This is an optimization exercise on Yosys and OpenROAD, whose aim is small area, not a production implementation.
Function was checked by simulation only, so behaviour that the tests miss may differ from the original.
No activity file was given, so power comes from the tool's default toggle rates.

Setup of the reference run:
==> flow/design.v (excerpt) <==
module chacha20_stream_host
#(
    parameter int TIMEOUT_CYCLES = 1024,
    parameter int CNT_W          = 16
) (
    input  logic               clk,
    input  logic               rst,
    input  logic               blk_valid,
    output logic               blk_ready,
    input  logic [BLOCK_W-1:0] blk_data,
    output logic               res_valid,
    input  logic               res_ready,
    output logic [BLOCK_W-1:0] res_data,
    output logic               res_timeout,
    output logic               ws_start,
    output logic [WORD_W-1:0]  ws_data,
    input  logic [WORD_W-1:0]  ws_result,
    input  logic               ws_done,
    output logic               busy
);
For scale: about 1,600 cells after synthesis, ~530 flip-flops, roughly 1,100 I/O pins.
==> flow/config.mk <==
export PLATFORM = sky130hd
export DESIGN_NAME = chacha20_stream_host
export DESIGN_NICKNAME = chacha20_stream_host
export VERILOG_FILES = /design/flow/design.v
export SDC_FILE = /design/flow/constraint.sdc
export NUM_CORES = 4
export LEC_CHECK = 0
export CAP_MARGIN = 20
export CORE_AREA = 4 4 396 396
export DIE_AREA = 0 0 400 400
export PLACE_DENSITY = 0.9
export SLEW_MARGIN = 20
export SYNTH_HIERARCHICAL = 1
==> flow/constraint.sdc <==
create_clock -name core_clock -period 5.0 [get_ports {clk}]
set_input_delay 1.0000 -clock core_clock [delete_from_list [all_inputs] [get_ports {clk}]]
set_output_delay 1.0000 -clock core_clock [all_outputs]
set_load 0.01 [all_outputs]
standard.sh (not shown) runs the stock make flow with config.mk's settings and CLKGATE_MAP_FILE= SYNTH_SCRIPT=/design/flow/synth_recipe.tcl, a recipe that flattens the netlist after the stock synthesis.
==> flow/flow/run.sh <==
#!/bin/bash
# The standard layout (the standard.sh: standard synthesis and ORFS steps),
# with two changes:
#  - ports are buffered with the smallest buffer, sky130_fd_sc_hd__buf_1,
#    instead of the one buffer_ports picks by default;
#  - clock tree synthesis: sky130_fd_sc_hd__clkbuf_16 at the root and in the
#    tree, sky130_fd_sc_hd__clkbuf_8 at the leaves, clusters of up to 16
#    sinks within 60 um, and no dummy loads.
# The make output goes to flow_make.log; each ORFS step writes its own log
# under orfs/logs/.
set -euo pipefail
bash standard.sh \
  "BUFFER_PORTS_ARGS=-buffer_cell sky130_fd_sc_hd__buf_1" \
  "CTS_ARGS=-sink_clustering_enable -repair_clock_nets -dont_use_dummy_load -buf_list sky130_fd_sc_hd__clkbuf_8 -root_buf sky130_fd_sc_hd__clkbuf_16 -tree_buf sky130_fd_sc_hd__clkbuf_16 -sink_clustering_size 16 -sink_clustering_max_diameter 60" \
  finish > flow_make.log 2>&1
Input changes introduced in the trial run (baseline for comparison: the reference run):
==> flow/flow/run.sh <==
#!/bin/bash
# The standard layout (the standard.sh: standard synthesis and ORFS steps),
# with two changes:
#  - ports are buffered with the smallest buffer, sky130_fd_sc_hd__buf_1,
#    instead of the one buffer_ports picks by default;
#  - clock tree synthesis: sky130_fd_sc_hd__clkbuf_16 at the root and in the
#    tree, sky130_fd_sc_hd__clkbuf_8 at the leaves, clusters of up to 16
#    sinks within 50 um, and no dummy loads.
# The make output goes to flow_make.log; each ORFS step writes its own log
# under orfs/logs/.
set -euo pipefail
bash standard.sh \
  "BUFFER_PORTS_ARGS=-buffer_cell sky130_fd_sc_hd__buf_1" \
  "CTS_ARGS=-sink_clustering_enable -repair_clock_nets -dont_use_dummy_load -buf_list sky130_fd_sc_hd__clkbuf_8 -root_buf sky130_fd_sc_hd__clkbuf_16 -tree_buf sky130_fd_sc_hd__clkbuf_16 -sink_clustering_size 16 -sink_clustering_max_diameter 50" \
  finish > flow_make.log 2>&1
-- flow/config.mk --
<<< the reference run, line 9
export CORE_AREA = 4 4 396 396
export DIE_AREA = 0 0 400 400
export PLACE_DENSITY = 0.9
export SLEW_MARGIN = 20
export SYNTH_HIERARCHICAL = 1
>>> the trial run, line 9
export CORE_AREA = 4 4 396 396
export DIE_AREA = 0 0 400 400
export PLACE_DENSITY = 0.8
export SLEW_MARGIN = 20
export SYNTH_HIERARCHICAL = 1
### Flow results
- Delta (the trial run minus the reference run): setup slack shows a reduction of 43 ps, combinational power shows a reduction of 3.6%, final routed wire length divided by cell count shows a reduction of 6.7%, post-route fraction of the period consumed by the critical path shows an increase of 0.86 points, number of antenna violations at the first check in global routing shows a reduction of 8.
- Diff the reference run -> the trial run | hold slack | increase of 26 ps
- Across both runs, area growth from synthesis to final layout was higher for the trial run than for the reference run.

-- what the ideal ports hide --
How much do the figures lean on ideal ports? The routed layouts below were timed once more, with nothing changed but the port constraints. Step 1 sets driving cells, clkbuf_16 on the clock port and buf_2 on the other inputs (assumed; they add their load-dependent delay and slew). Step 2 also shifts input and output timing later by t, the mid clock arrival at the registers, as if the neighbouring blocks saw the same clock. a / b / c = ideal ports / drivers / drivers and shift; a / b = the first two.
run | shift t [ns] | setup slack, ns | clock arrival spread, ns
the reference run | 0.607 | 1.612 / 1.556 / 1.968 | 0.111 / 0.112
the trial run | 0.626 | 1.569 / 1.513 / 1.894 | 0.098 / 0.098
After both steps setup and hold are still met in every run listed.
